Background: an optimization exercise with open tools, aiming at small area and a short achievable clock period. Do not read the settings as production practice.
Only simulation tests tie the RTL to the original design; equivalence was not proved.
Power is estimated from default activity; no workload was simulated.

### flow/constraint.sdc
create_clock -name core_clock -period 3.5 [get_ports {clk}]
set_input_delay 0.7000 -clock core_clock [delete_from_list [all_inputs] [get_ports {clk}]]
set_output_delay 0.7000 -clock core_clock [all_outputs]
set_load 0.01 [all_outputs]
### flow/config.mk
export PLATFORM = sky130hd
export DESIGN_NAME = uart_rx_recorder
export DESIGN_NICKNAME = uart_rx_recorder
export VERILOG_FILES = /design/flow/design.v
export SDC_FILE = /design/flow/constraint.sdc
export NUM_CORES = 4
export LEC_CHECK = 0
export CAP_MARGIN = 20
export CORE_MARGIN = 2
export CORE_UTILIZATION = 50
export CTS_CLUSTER_DIAMETER = 60
export CTS_CLUSTER_SIZE = 30
export GPL_TIMING_DRIVEN = 0
export SETUP_SLACK_MARGIN = 1.5
export SLEW_MARGIN = 20
export SYNTH_HIERARCHICAL = 1
export TNS_END_PERCENT = 5
### flow/run.sh
#!/bin/bash
# synth_recipe.tcl (not shown) runs the flow's synth.tcl, then flattens the netlist and writes it again
# the make line also repeats each setting of config.mk as NAME=value (left out here)
make -C /OpenROAD-flow-scripts/flow DESIGN_CONFIG=/design/flow/config.mk WORK_HOME=/design/flow/orfs CLKGATE_MAP_FILE= SYNTH_SCRIPT=/design/flow/synth_recipe.tcl finish
### flow/design.v
module uart_rx_recorder (
  input  logic       clk,
  input  logic       rst,
  input  logic       i_valid,
  input  logic [7:0] i_data,
  input  logic       i_clear,
  input  logic [8:0] i_raddr,
  output logic [7:0] o_rdata,
  output logic [9:0] o_count,
  output logic       o_busy,
  output logic       o_done,
  output logic       o_full,
  output logic [7:0] o_checksum
);
  logic       busy_q, done_q;
  logic [9:0] count_q;
  logic [7:0] sum_q;
  logic       we;
  logic [9:0] count_inc;
  logic       last;
  assign we        = i_valid & ~i_clear & ~done_q;
  assign count_inc = count_q + 10'd1;
  assign last      = (i_data == 8'h00) | count_q[9] | (&count_q[8:0]);
  always_ff @(posedge clk) begin
    if (rst || i_clear) begin
      busy_q  <= 1'b0;
      done_q  <= 1'b0;
      count_q <= '0;
      sum_q   <= '0;
    end else if (we) begin
      busy_q  <= ~last;
      done_q  <= last;
      count_q <= count_inc;
      sum_q   <= sum_q + i_data;
    end
  end
  assign o_count    = count_q;
  assign o_busy     = busy_q;
  assign o_done     = done_q;
  assign o_full     = count_q[9];
  assign o_checksum = sum_q;
  logic [7:0] wa_n_q, wb_q, wc_q;
  always_ff @(posedge clk) begin
    if (rst || i_clear) begin
      wa_n_q <= 8'hfe;
      wb_q   <= 8'd1;
      wc_q   <= 8'd1;
    end else if (we) begin
      wa_n_q <= {wa_n_q[6:0], wa_n_q[7]};
      if (!wa_n_q[7]) wb_q <= {wb_q[6:0], wb_q[7]};
      if (!wa_n_q[7] && wb_q[7]) wc_q <= {wc_q[6:0], wc_q[7]};
    end
  end
  logic [63:0]  wbc_n;
  logic [511:0] wen;
  logic [511:0] rsel;
  always_comb begin
    for (int k = 0; k < 64; k++) wbc_n[k] = ~(we & wb_q[k % 8] & wc_q[k / 8]);
    for (int r = 0; r < 512; r++) rsel[r] = (i_raddr == 9'(r));
  end
  logic [7:0] mem [512];
  for (genvar r = 0; r < 512; r++) begin : g_row
    uart_rx_recorder_nor2 u_wen (.a(wa_n_q[r % 8]), .b(wbc_n[r / 8]), .y(wen[r]));
    always_ff @(posedge clk) begin
      if (wen[r]) mem[r] <= i_data;
    end
  end
  logic [7:0] rd;
  for (genvar b = 0; b < 8; b++) begin : g_bit
    logic [63:0] l1;
    logic [31:0] l2_n;
    logic [15:0] l3;
    logic [7:0]  l4_n;
    logic [3:0]  l5;
    logic [1:0]  l6_n;
    for (genvar i = 0; i < 64; i++) begin : g_l1
      uart_rx_recorder_or8 u (.s(rsel[8*i +: 8]), .d({mem[8*i+7][b], mem[8*i+6][b], mem[8*i+5][b], mem[8*i+4][b],
                                                   mem[8*i+3][b], mem[8*i+2][b], mem[8*i+1][b], mem[8*i][b]}),
                              .y(l1[i]));
    end
    for (genvar i = 0; i < 32; i++) begin : g_l2
      uart_rx_recorder_nor2 u (.a(l1[2*i]), .b(l1[2*i+1]), .y(l2_n[i]));
    end
    for (genvar i = 0; i < 16; i++) begin : g_l3
      uart_rx_recorder_nand2 u (.a(l2_n[2*i]), .b(l2_n[2*i+1]), .y(l3[i]));
    end
    for (genvar i = 0; i < 8; i++) begin : g_l4
      uart_rx_recorder_nor2 u (.a(l3[2*i]), .b(l3[2*i+1]), .y(l4_n[i]));
    end
    for (genvar i = 0; i < 4; i++) begin : g_l5
      uart_rx_recorder_nand2 u (.a(l4_n[2*i]), .b(l4_n[2*i+1]), .y(l5[i]));
    end
    for (genvar i = 0; i < 2; i++) begin : g_l6
      uart_rx_recorder_nor2 u (.a(l5[2*i]), .b(l5[2*i+1]), .y(l6_n[i]));
    end
    assign rd[b] = ~(l6_n[0] & l6_n[1]);
  end
  always_ff @(posedge clk) begin
    if (rst) o_rdata <= '0;
    else     o_rdata <= rd;
  end
endmodule
module uart_rx_recorder_or8 (
  input  logic [7:0] s,
  input  logic [7:0] d,
  output logic       y
);
  assign y = |(s & d);
endmodule
module uart_rx_recorder_nor2 (
  input  logic a, b,
  output logic y
);
  assign y = ~(a | b);
endmodule
module uart_rx_recorder_nand2 (
  input  logic a, b,
  output logic y
);
  assign y = ~(a & b);
endmodule
==> metrics.yaml <==
clock_tree:
  cts_tree: "yes"
  cts_sinks: 4148
  ctsRootBufferMaster: "clkbuf_16"
  clk_latency_ns: 0.96
  cts_hold_buf: 0
  cts_max_path_buffers: 4
  numCtsBuffers: 244
  htreeDepth: 4
  clk_pin_slew_ns: 0.10
pwr:
  switchingPower_mw: 19.9
  seqPwrFrac: 0.608
  p_comb_frac: 0.030
  peakVddDrop_v: 0.000506
  internal_power_mw: 69.9
  p_total_mw: 89.8
  powerDensity_nw_per_um2: 501
  switching_share: 0.221
  power_frac_clock: 0.363
  total_leakage_power_nw: 53.2
timing:
  finalCritPeriodShare: 0.731
  max_slew_margin: 0.143
  hold_violations: 0
  max_freq_mhz: 391
  fin_hold_ws_ns: 0.106
  layout_min_cycle_time_ns: 2.56
  worst_pin_slew_ns: 1.28
  setup_violations: 0
  skew_ns: 0.0539
  rsz0062_at_grt: "true"
  slew_violations: 0
synthesis:
  synth_nets: 8701
  synth_area_um2: 150000
  ys.flop_type: "edfxtp_1"
  postSynthAreaPerCell_um2: 17.4
  yosys_warnings: 8
  async_flop_share: 0
  ys_seq_area_frac: 0.825
  ys_types: 44
  synthCells: 8670
  synth_seq_cells: 4148
  synth_edf_count: 4096
layout:
  drive_above_1_share: 0.252
  nFillCells: 21400
  instances_no_fill: 13400
  nets: 9265
  seq_area_um2: 124000
  multi_input_area_um2: 34200
  areaGrowthSynthToFinish_pct: 19.1
setup_path:
  critPathTopFamily: "simple AND/OR/NAND/NOR gates"
  slowest_delay_ns: 0.32
  crit_type: "in2reg"
  r2r_start: "done_q"
  start_kind: "primary input"
  critPathMaxFanout: 8
  end_kind: "flop"
  rr_worst_depth: 7
  slowest_stage: "nor2_4"
  path_buf_inv: 4
  crit_chain: "buf_12 -> nor2b_4 -> buf_12 -> nand3_4 -> buf_6 -> clkbuf_16 -> nor2_2 -> a22oi_1 -> nand4_1 -> nor2_2 -> nand2_1 -> nor2_4 -> nand2_4 -> nor2_4 -> a21oi_4"
  cp.required_ns: 4.28
  arrival_ns: 3.34
  startpoint: "i_raddr[0]"
  critical_path_depth: 15
floorplanning:
  dieHeight_um: 553
  ios: 50
  die_w_um: 553
  start_util: 0.502
  rows: 201
  coreArea_um2: 300000
  dieArea_um2: 305000
routing:
  topRoutingLayerUsed: "met4"
  drt-met1-wl_mm: 166
  routedWlPerCell_um: 31.6
  drc: 0
  drt-pass1-iter-count: 6
  viasPerCell: 6.46
  ant_nets: 0
  dr_wl_met3_mm: 36.6
  met2_length_mm: 205
  dr_total_vias: 86700
  drt_iter0_drc: 11600
  drt_wl_total_mm: 424
global_routing:
  grt_pass1_vias: 83200
  grt_pass1_wl_mm: 588
  grt_max_degree: 114
  antenna_found_initial: 6
  grt_use_total: 0.267
  grt-ovfl-total: 0
hold_path:
  hold_depth: 1
  hold_start: "i_data[5]"
  hold_path.class: "in2reg"
place:
  io_buffers: 48
  dp.cells: 12800
  post-dp-hpwl_mm: 262
  gp_congestion: 0.868
run:
  cap_viol_max_count: 0
status:
  status: "complete, no violations"
metrics by stage:
step                utilization  setup TNS, ns  setup WS, ns  area [µm²]
finish                    0.598              0         0.941      179000
CTS                       0.572              0         0.651      171000
global route              0.598              0          1.03      179000
detailed placement        0.531       -1062.54         -2.40      159000
global placement          0.521              -        -16.80      156000
floorplan                     -              0          1.14      151000
power by group through the flow:
stage	registers (mW)	clock network [mW]	logic [mW]
2_1_floorplan	55.7	0	0.305
3_3_place_gp	57.2	0	1.70
3_5_place_dp	55.7	0	2.17
4_1_cts	54.5	33.0	2.37
5_1_grt	54.5	34.7	2.74
6_report	54.5	32.5	2.69
flip-flops by register name, summed over array words and instances (netlist names):
name and count:
busy_q 1, count_q 10, done_q 1, mem 4096, o_rdata 8, sum_q 8, wa_n_q 8, wb_q 8
wc_q 8
area by class of cell:
cell class	instances	area share
flip-flops and latches	4148	0.692
clock buffers	260	0.0350
plain buffers	114	0.00875
well taps	3958	0.0276
repair buffers	318	0.0313
clock inverters	197	0.0137
diodes	4	0.0000559
multi-input cells	4408	0.191
per-module statistics from Yosys (local to each module, per instance):
| module | copies in the design | cells |
|---|---|---|
| uart_rx_recorder | 1 | 5102 |
| uart_rx_recorder_or8 | 512 | 5 |
| uart_rx_recorder_nor2 | 848 | 1 |
| uart_rx_recorder_nand2 | 160 | 1 |
worst register-to-register path, stage by stage (launching register included):
cell	delay [ns]
dfxtp_4	0.36
nor3b_4	0.21
buf_12	0.16
buf_12	0.11
and2_4	0.14
clkbuf_16	0.27
nand2_2	0.27
nor2_2	0.48
placed cells by master (no fill, tap or decap), types with 35 or more instances in the layout:
| cell type | synthesis | final |
|---|---|---|
| buf_16 | 0 | 87 |
| clkinv_8 | 0 | 45 |
| nand2_8 | 0 | 36 |
| dfxtp_1 | 52 | 35 |
| nand2_4 | 0 | 60 |
| nor2_2 | 1 | 527 |
| a22oi_2 | 0 | 226 |
| nor2_4 | 0 | 585 |
| nor2_1 | 1379 | 268 |
| nand2_1 | 329 | 171 |
| edfxtp_1 | 4096 | 4096 |
| nand4_1 | 517 | 517 |
| buf_12 | 0 | 109 |
| a22oi_1 | 2048 | 1822 |
| nand2_2 | 0 | 62 |
| buf_4 | 1 | 92 |
| clkbuf_16 | 0 | 269 |
cells in the mapped netlist (2+ instances only):
cell type / instances / area (µm²)
a21oi_1: 32 / 160
and2_1: 9 / 56.3
nor3b_1: 4 / 30.0
nor4_1: 3 / 18.8
nand3_1: 18 / 90.1
o211ai_1: 2 / 15.0
nand2_1: 329 / 1230
nor2_1: 1379 / 5180
nor2b_1: 8 / 50.1
xor2_1: 6 / 52.6
clkbuf_1: 90 / 338
nor3_1: 4 / 20.0
nand2b_1: 3 / 18.8
ha_1: 9 / 113
buf_2: 6 / 30.0
o21ai_0: 4 / 20.0
and3_1: 4 / 25.0
and3b_1: 2 / 17.5
a211oi_1: 3 / 22.5
xnor2_1: 4 / 35.0
edfxtp_1: 4096 / 123000
a21o_1: 3 / 22.5
a22oi_1: 2048 / 15400
nand4_1: 517 / 3230
dfxtp_1: 52 / 1040
buf_1: 17 / 63.8
routing by layer:
metal  vias up  global-route usage
met5         -                   0
met4         0               0.103
met3       613              0.0399
met2      4098               0.427
met1     44900               0.371
li1      37100                   -
final timing paths:
path | slack [ns] | to
setup / recovery | 0.94 | o_rdata[0]
hold / removal | 0.11 | mem[260][5]
setup reg to reg | 1.14 | mem[266][4]
hold reg to reg | 0.47 | wb_q[1]
logic make-up (layout without fill, tap and decap cells):
logic type | count (synthesis) | after routing | synth area share
and+or+nand+nor | 2289 | 2289 | 0.0668
adders and majority gates | 10 | 10 | 0.000882
AOI/OAI and AO/OA | 2098 | 2098 | 0.104
muxes | 1 | 1 | 0.0000748
buffers and inverters | 114 | 889 | 0.00292
xor gates and xnor gates | 10 | 10 | 0.000582
DFF | 4148 | 4148 | 0.825
other | 0 | 4 | 0
what timing repair did:
action | CTS | global route
pin swaps | 61 | 312
gates cloned | 0 | 13
gates resized for setup | 1072 | 1566
setup buffers | 12 | 141
endpoints found under the setup margin | 4244 | 4253

static timing again, ports no longer ideal:
The results above use ideal ports. As a check the final layout listed here was re-extracted and re-timed, cells and wires unchanged.
Step 1: set_driving_cell puts a clkbuf_16 on clk and a buf_2 on each other input, an assumption about the parent block.
Step 2 adds t to the input delays and takes it off the output delays; t is the mean of the earliest and latest rising clock arrival at the registers after step 1. Input paths then give back, and output paths get back, about the clock's delay inside the block.
a / b / c = no drivers / after step 1 / after step 2; a / b = the first two.
t, ns: 1.036
setup WS [ns]: 0.941 / 0.838 / -0.198
latest minus earliest clock arrival (ns): 0.056 / 0.056
worst data-port slew with drivers (ns): 0.26
pins driven straight from the clock port: 1
With both steps, setup timing fails in this run, where it was met with ideal ports. For this run, drivers alone change the setup slack by -0.103 ns; drivers and shift together by -1.139 ns.
